Background: an optimization exercise with open tools, aiming at small area, a short achievable clock period and few clock cycles per item. Do not read the settings as production practice.
The RTL was checked by simulation tests, not by an equivalence proof against the original design.

Design mm_pe_stream, start of the top module:
module mm_pe_stream
#(
  parameter int W         = mm_pe_stream_pkg::PE_W,
  parameter int MAX_WORDS = mm_pe_stream_pkg::PE_MAX_WORDS,
  parameter int CNT_W     = mm_pe_stream_pkg::PE_CNT_W
) (
  input  logic             clk,
  input  logic             rstn,
  input  logic             start,
  input  logic [CNT_W-1:0] n_words,
  input  logic [W-1:0]     x_j,
  input  logic [W-1:0]     m_prime,
  input  logic [W-1:0]     s_hi,
  input  logic             in_valid,
  output logic             in_ready,
  input  logic [W-1:0]     y_i,
  input  logic [W-1:0]     m_i,
  input  logic [W-1:0]     s_i,
  output logic             out_valid,
  input  logic             out_ready,
  output logic [W-1:0]     out_word,
  output logic [W-1:0]     out_top,
  output logic             busy,
  output logic             done,
  output logic             err
);
export LEC_CHECK = 0
export CAP_MARGIN = 20
export CORE_MARGIN = 2
export CORE_UTILIZATION = 78
export CTS_BUF_LIST = sky130_fd_sc_hd__clkbuf_16
export CTS_CLUSTER_DIAMETER = 100
export CTS_CLUSTER_SIZE = 30
export SLEW_MARGIN = 45
export SYNTH_HIERARCHICAL = 1
export SYNTH_MINIMUM_KEEP_SIZE = 0
export BUFFER_PORTS_ARGS = -buffer_cell sky130_fd_sc_hd__buf_1
create_clock -name core_clock -period 12.5 [get_ports {clk}]
standard.sh (not shown) runs the stock make flow with config.mk's settings and CLKGATE_MAP_FILE= SYNTH_SCRIPT=/design/flow/synth_recipe.tcl, a recipe that flattens the netlist after the stock synthesis.
==> flow/flow/run.sh <==
#!/bin/bash
# Layout flow: the standard flow, with the port buffers made from plain
# buffers (sky130_fd_sc_hd__buf_1) instead of the cell buffer_ports picks by itself.
set -e
cp standard.sh standard_sh.txt
cp config.mk config_in.txt
echo 'export BUFFER_PORTS_ARGS = -buffer_cell sky130_fd_sc_hd__buf_1' >> config.mk
bash standard.sh > standard.log 2>&1
Testbench counts at the start, summed over its fixed seeds: cycles 13,915, words 13,043.
Next try:
==> flow/flow/run.sh (replaced) <==
#!/bin/bash
# Layout flow: the standard flow, with the port buffers made from plain
# buffers (sky130_fd_sc_hd__buf_2) instead of the cell buffer_ports picks by itself.
set -e
cp standard.sh standard_sh.txt
cp config.mk config_in.txt
echo 'export BUFFER_PORTS_ARGS = -buffer_cell sky130_fd_sc_hd__buf_2' >> config.mk
bash standard.sh > standard.log 2>&1
Settings changed: BUFFER_PORTS_ARGS -buffer_cell sky130_fd_sc_hd__buf_1 to -buffer_cell sky130_fd_sc_hd__buf_2, CORE_UTILIZATION 78 to 70, CTS_BUF_LIST sky130_fd_sc_hd__clkbuf_16 to sky130_fd_sc_hd__clkbuf_4 sky130_fd_sc_hd__clkbuf_8, CTS_CLUSTER_DIAMETER 100 to not set, CTS_CLUSTER_SIZE 30 to not set, SLEW_MARGIN 45 to 60.
Cell count climbs by a few percent. Cell area climbs by a few percent. Fmax drops slightly. Synthesized cell count does not change. Via count climbs slightly. Worst hold slack gains 0.0035 ns. Setup slack loses 0.036 ns. Register-to-register slack loses 0.07 ns.
Next try:
Settings changed: CTS_BUF_LIST sky130_fd_sc_hd__clkbuf_4 sky130_fd_sc_hd__clkbuf_8 to sky130_fd_sc_hd__clkbuf_16, CTS_CLUSTER_DIAMETER set to 80, CTS_CLUSTER_SIZE set to 24.
After rerunning: Cell area went down by about 2%; register-to-register slack barely changes; clock skew is lower by 0.0052 ns; cell count goes down by about 2.2%; global-route usage came out lower by 0.53 points; routed wire length falls by about 1.2%; critical path depth is unchanged; die area stays the same; hold slack degrades by 0.0032 ns.
Next try:
Settings changed: SLEW_MARGIN 60 to 45.
Result: The new run finished clean. Die area is unchanged. First-iteration DRC count went up by 4.0%. Register-to-register slack improved by 0.03 ns. Cell count is lower by 0.91%. Core utilization decreases by 0.72 points. Non-clock buffer count fell by 25. Via count falls by 0.74%. Cell area decreases by 0.98%. Global-route usage came out lower by 0.32 points. Synthesized area stays the same.

port drivers added, routing unchanged:
The results above use ideal ports. As a check the final layouts listed here were re-extracted and re-timed, cells and wires unchanged.
Step 1, drivers: a clkbuf_16 drives clk and a buf_2 each remaining input, both assumed.
Step 2 moves the port delays by t, midway between the first and last clock arrival at a register: inputs arrive t later, outputs are due t later. That takes back most of the time a late clock gives input paths.
Slacks: no drivers / after step 1 / after step 2; pairs: no drivers / after step 1.
run	t, ns	slack for setup (ns)	hold slack, ns	clock arrival spread, ns
the first run	0.583	8.502 / 8.538 / 7.959	0.377 / 0.377 / 0.377	0.021 / 0.021
the second run	0.679	8.466 / 8.466 / 8.096	0.381 / 0.381 / 0.381	0.025 / 0.026
the third run	0.605	8.471 / 8.471 / 8.097	0.378 / 0.378 / 0.378	0.020 / 0.020
the fourth run	0.606	8.497 / 8.497 / 7.962	0.396 / 0.396 / 0.396	0.022 / 0.022
After both steps setup and hold are still met in every run listed. The setup slack of the first run, which loses most, moves by +0.036 ns with the drivers and by -0.543 ns with both steps.
